Source: an optimization exercise on an open RTL-to-GDS flow (aim: small area, a short achievable clock period and few clock cycles). Production flows keep margins and buffers that such runs may drop.
The RTL was checked by simulation tests, not by an equivalence proof against the original design.
Power and IR drop assume default switching activity.

## job 101
==> flow/design.v (excerpt) <==
module lenet_top
(
    input  wire                     clk,
    input  wire                     rst,
    input  wire lenet_pkg::mem_wr_t img_wr,
    input  wire lenet_pkg::kernel_t kernel,
    input  wire                     start,
    output logic                    busy,
    output logic                    finish,
    output lenet_pkg::pool_result_t result
);
    localparam int ACC_W = 20;
    logic       running;
    logic       a_act;       
    logic [1:0] rp;          
    logic [2:0] col;         
    logic       a_last;
    logic       rest1;       
    logic       rest2;
    logic       shift;
    lenet_pkg::mem_wr_t wr_q;    
    logic       b_vld, c_vld, d_vld, e_vld;
    logic       b_last, c_last, d_last, e_last;
    logic [1:0] b_rp, c_rp, d_rp, e_rp;
    logic [2:0] b_col, c_col, d_col, e_col;
    assign a_last = a_act && rp == 2'd2 && col == 3'd5;
    assign shift  = (a_act && rp == 2'd2) || rest1 || rest2;
    always_ff @(posedge clk)
    begin
        if (rst)
        begin
            running <= 1'b0;
            a_act   <= 1'b0;
            rest1   <= 1'b0;
            rest2   <= 1'b0;
            b_vld   <= 1'b0;
            c_vld   <= 1'b0;
            d_vld   <= 1'b0;
            e_vld   <= 1'b0;
            b_last  <= 1'b0;
            c_last  <= 1'b0;
            d_last  <= 1'b0;
            e_last  <= 1'b0;
            finish  <= 1'b0;
        end
  ...
For scale: roughly 5,000 cells after synthesis, about 170 I/O pins, roughly 66,000 um2 of cells after synthesis.
==> flow/config.mk <==
export PLATFORM = sky130hd
export DESIGN_NAME = lenet_top
export DESIGN_NICKNAME = lenet_top
export VERILOG_FILES = /design/flow/design.v
export SDC_FILE = /design/flow/constraint.sdc
export NUM_CORES = 4
export LEC_CHECK = 0
export CAP_MARGIN = 20
export CORE_MARGIN = 2
export CORE_UTILIZATION = 60
export PLACE_DENSITY = 0.72
export SLEW_MARGIN = 20
export SYNTH_HIERARCHICAL = 1
export SYNTH_MINIMUM_KEEP_SIZE = 0
==> flow/constraint.sdc <==
create_clock -name core_clock -period 10.0 [get_ports {clk}]
set_input_delay 2.0000 -clock core_clock [delete_from_list [all_inputs] [get_ports {clk}]]
set_output_delay 2.0000 -clock core_clock [all_outputs]
set_load 0.01 [all_outputs]
standard.sh (not shown) runs the stock make flow with config.mk's settings and CLKGATE_MAP_FILE= SYNTH_SCRIPT=/design/flow/synth_recipe.tcl, a recipe that flattens the netlist after the stock synthesis.
==> flow/flow/run.sh <==
#!/bin/bash
set -euo pipefail
MARGIN=6.7
sed "s/\"\${@:-finish}\"/SETUP_SLACK_MARGIN=${MARGIN} BUFFER_PORTS_ARGS='-buffer_cell sky130_fd_sc_hd__buf_2' \"\${@:-finish}\"/" standard.sh > standard_margin.sh
grep -q "SETUP_SLACK_MARGIN=${MARGIN}" standard_margin.sh
bash standard_margin.sh synth > standard_synth.log 2>&1
openroad -no_init -exit flow/downsize.tcl > downsize.log 2>&1
bash standard_margin.sh > standard_margin.log 2>&1
==> flow/flow/downsize.tcl <==
# swap oversized combinational cells of the synthesized netlist for their
# smallest drive strength (same function); registers are not touched
set res orfs/results/$::env(FLOW_PLATFORM)/lenet_top/base
read_liberty $::env(FLOW_HOME)/platforms/$::env(FLOW_PLATFORM)/lib/sky130_fd_sc_hd__tt_025C_1v80.lib
read_db $res/1_synth.odb
set swaps {sky130_fd_sc_hd__a22oi_2 sky130_fd_sc_hd__a22oi_1}
set n 0
foreach inst [get_cells *] {
  set master [get_property [get_lib_cells -of_objects $inst] name]
  if {[dict exists $swaps $master]} {
    replace_cell $inst [dict get $swaps $master]
    incr n
  }
}
puts "downsized $n cells"
write_db $res/1_synth.odb
Testbench counts of job 101, summed over its fixed seeds: cycles 9,456.
Setup changes, job 101 to job 102
--- a/flow/design.v
+++ b/flow/design.v
@@ -802,23 +802,22 @@
     output lenet_pkg::pool_result_t result
 );
     localparam int ACC_W = 20;
     logic       running;
     logic       a_act;       
     logic [1:0] rp;          
     logic [2:0] col;         
     logic       a_last;
     logic       rest1;       
     logic       rest2;
     logic       shift;
-    lenet_pkg::mem_wr_t wr_q;    
     logic       b_vld, c_vld, d_vld, e_vld;
     logic       b_last, c_last, d_last, e_last;
     logic [1:0] b_rp, c_rp, d_rp, e_rp;
     logic [2:0] b_col, c_col, d_col, e_col;
     assign a_last = a_act && rp == 2'd2 && col == 3'd5;
     assign shift  = (a_act && rp == 2'd2) || rest1 || rest2;
     always_ff @(posedge clk)
     begin
         if (rst)
         begin
             running <= 1'b0;
@@ -844,125 +843,132 @@
             d_vld  <= c_vld;
             e_vld  <= d_vld;
             b_last <= a_last;
             c_last <= b_last;
             d_last <= c_last;
             e_last <= d_last;
             finish <= e_last;
             if (!running)
             begin
                 running <= start;
                 a_act   <= start;
-                b_vld   <= start && !wr_q.en;
             end
             else
             begin
                 if (a_last)
                     a_act <= 1'b0;
                 if (e_last)
                     running <= 1'b0;
             end
         end
     end
     always_ff @(posedge clk)
     begin
-        if (rst || !running)
+        if (!running)
         begin
-            rp  <= (!rst && !running && start && !wr_q.en) ? 2'd1 : 2'd0;
+            rp  <= '0;
             col <= '0;
         end
         else if (a_act)
         begin
             rp <= rp + 2'd1;
             if (rp == 2'd2)
             begin
                 rp  <= '0;
                 col <= col + 3'd1;
             end
         end
         b_rp  <= rp;
         c_rp  <= b_rp;
         d_rp  <= c_rp;
         e_rp  <= d_rp;
         b_col <= col;
         c_col <= b_col;
         d_col <= c_col;
         e_col <= d_col;
     end
     assign busy = running;
     logic [8-1:0] img [64];
+    lenet_pkg::mem_wr_t wr_q;    
     always_ff @(posedge clk)
         wr_q <= img_wr;
     genvar gi;
     generate
         for (gi = 0; gi < 64; gi++)
         begin : g_img
             always_ff @(posedge clk)
             begin
                 if (wr_q.en && wr_q.addr == gi)
                     img[gi] <= wr_q.data;
                 else if (shift)
                     img[gi] <= img[(gi & 56) | ((gi + 1) & 7)];
             end
         end
     endgenerate
     logic [8:0][3:0]   one_q, two_q, neg_q;
+    logic [7:0]        bias_q;
     logic [ACC_W-1:0]  krow_q;
     logic [8:0][8:0]   wx;       
     always_comb
         for (int t = 0; t < 9; t++)
             wx[t] = {kernel.weight[t], 1'b0};
     always_ff @(posedge clk)
     begin
         for (int t = 0; t < 9; t++)
             for (int i = 0; i < 4; i++)
             begin
                 one_q[t][i] <= wx[t][2 * i + 1] ^ wx[t][2 * i];
                 two_q[t][i] <= (wx[t][2 * i + 2] & ~wx[t][2 * i + 1] & ~wx[t][2 * i])
                              | (~wx[t][2 * i + 2] & wx[t][2 * i + 1] & wx[t][2 * i]);
                 neg_q[t][i] <= wx[t][2 * i + 2];
             end
+        bias_q <= kernel.bias;
     end
-    localparam logic [ACC_W-1:0] KCONST = ACC_W'(-15 * (2 ** 9 + 2 ** 11 + 2 ** 13 + 2 ** 15));
     logic [3:0]        cnt_q [4];
-    logic [3:0]        ncnt [4];
-    logic [ACC_W-1:0]  kx_q;
-    always_ff @(posedge clk)
-        kx_q <= ACC_W'({{(ACC_W - 12){kernel.bias[7]}}, kernel.bias, 4'b0}) + KCONST;
+    logic [10:0]       n_q;
+    logic [8:0]        bias32_q;
+    logic [ACC_W-1:0]  kx, ky, kz, ks, kc;
     genvar gd;
     generate
         for (gd = 0; gd < 4; gd++)
         begin : g_cnt
             logic [8:0] b;
             logic       s0, s1, s2, c0, c1, c2, s3, c3, s4, c4, h1, hc, h2, h3;
             always_comb
                 for (int t = 0; t < 9; t++)
                     b[t] = wx[t][2 * gd + 2];
             fa_cell f0_i (.a(b[0]), .b(b[1]), .c(b[2]), .s(s0), .co(c0));
             fa_cell f1_i (.a(b[3]), .b(b[4]), .c(b[5]), .s(s1), .co(c1));
             fa_cell f2_i (.a(b[6]), .b(b[7]), .c(b[8]), .s(s2), .co(c2));
             fa_cell f3_i (.a(s0), .b(s1), .c(s2), .s(s3), .co(c3));
             fa_cell f4_i (.a(c0), .b(c1), .c(c2), .s(s4), .co(c4));
             ha_cell h0_i (.a(c3), .b(s4), .s(h1), .co(hc));
             ha_cell h1_i (.a(c4), .b(hc), .s(h2), .co(h3));
             always_ff @(posedge clk)
                 cnt_q[gd] <= {h3, h2, h1, s3};
-            assign ncnt[gd] = ~cnt_q[gd];
         end
     endgenerate
+    always_comb
+    begin
+        kx = ACC_W'({{(ACC_W - 13){bias32_q[8]}}, bias32_q, 4'b0});
+        ky = ACC_W'(n_q);
+        kz = {~n_q, 9'b0};
+        ks = kx ^ ky ^ kz;
+        kc = ((kx & ky) | (kx & kz) | (ky & kz)) << 1;
+    end
     always_ff @(posedge clk)
-        krow_q <= kx_q
-                + (ACC_W'(cnt_q[0]))       + (ACC_W'(cnt_q[1]) << 2)
-                + (ACC_W'(cnt_q[2]) << 4)  + (ACC_W'(cnt_q[3]) << 6)
-                + (ACC_W'(ncnt[0]) << 9)   + (ACC_W'(ncnt[1]) << 11)
-                + (ACC_W'(ncnt[2]) << 13)  + (ACC_W'(ncnt[3]) << 15);
+    begin
+        n_q      <= 11'(cnt_q[0]) + (11'(cnt_q[1]) << 2) + (11'(cnt_q[2]) << 4) + (11'(cnt_q[3]) << 6);
+        bias32_q <= {bias_q[7], bias_q} + 9'd32;
+        krow_q   <= ks + kc;
+    end
     logic [8-1:0] win [4][3];
     always_ff @(posedge clk)
     begin
         for (int i = 0; i < 4; i++)
             for (int k = 0; k < 3; k++)
                 case (rp)
                     2'd0:    win[i][k] <= img[(i    ) * 8 + k];
                     2'd1:    win[i][k] <= img[(i + 2) * 8 + k];
                     default: win[i][k] <= img[(i + 4) * 8 + k];
                 endcase
     end
## What came out
- Every stage of the flow completed for job 102, and the final layout passed the timing, design-rule and antenna checks.
- There was hardly any difference in tightest hold margin between job 102 and job 101.
- Between job 101 and job 102, the difference in clock skew is negligible.
- In the flow results for job 101 and job 102, the number of buffers inserted during clock tree synthesis is larger on job 102.
- Of job 102 and job 101, it is job 102 that has the lower flip-flop and latch power.
- Total power for job 102: 3.2 mW down relative to job 101
Testbench counts of job 102, summed over its fixed seeds: cycles 9,696.

-- what the ideal ports hide --
How much do the figures lean on ideal ports? The routed layouts below were timed once more, with nothing changed but the port constraints.
Step 1 (the two cells are an assumption about what drives the block):
set clk [get_ports {clk}]
set_driving_cell -lib_cell sky130_fd_sc_hd__clkbuf_16 $clk
set_driving_cell -lib_cell sky130_fd_sc_hd__buf_2 [delete_from_list [all_inputs] $clk]
Step 2 also shifts input and output timing later by t, the mid clock arrival at the registers, as if the neighbouring blocks saw the same clock.
Slacks: ideal ports / drivers / drivers and shift; pairs: ideal ports / drivers.
| run | t (ns) | slack for setup (ns) | latest minus earliest clock arrival (ns) | slew at the worst register clock pin (ns) |
|---|---|---|---|---|
| job 101 | 0.784 | 6.699 / 6.645 / 6.200 | 0.048 / 0.048 | 0.07 / 0.07 |
| job 102 | 0.806 | 6.716 / 6.635 / 6.194 | 0.048 / 0.048 | 0.07 / 0.07 |
After both steps every run listed still meets setup and hold. For job 102, which loses most, drivers alone change the setup slack by -0.081 ns; drivers and shift together by -0.522 ns.
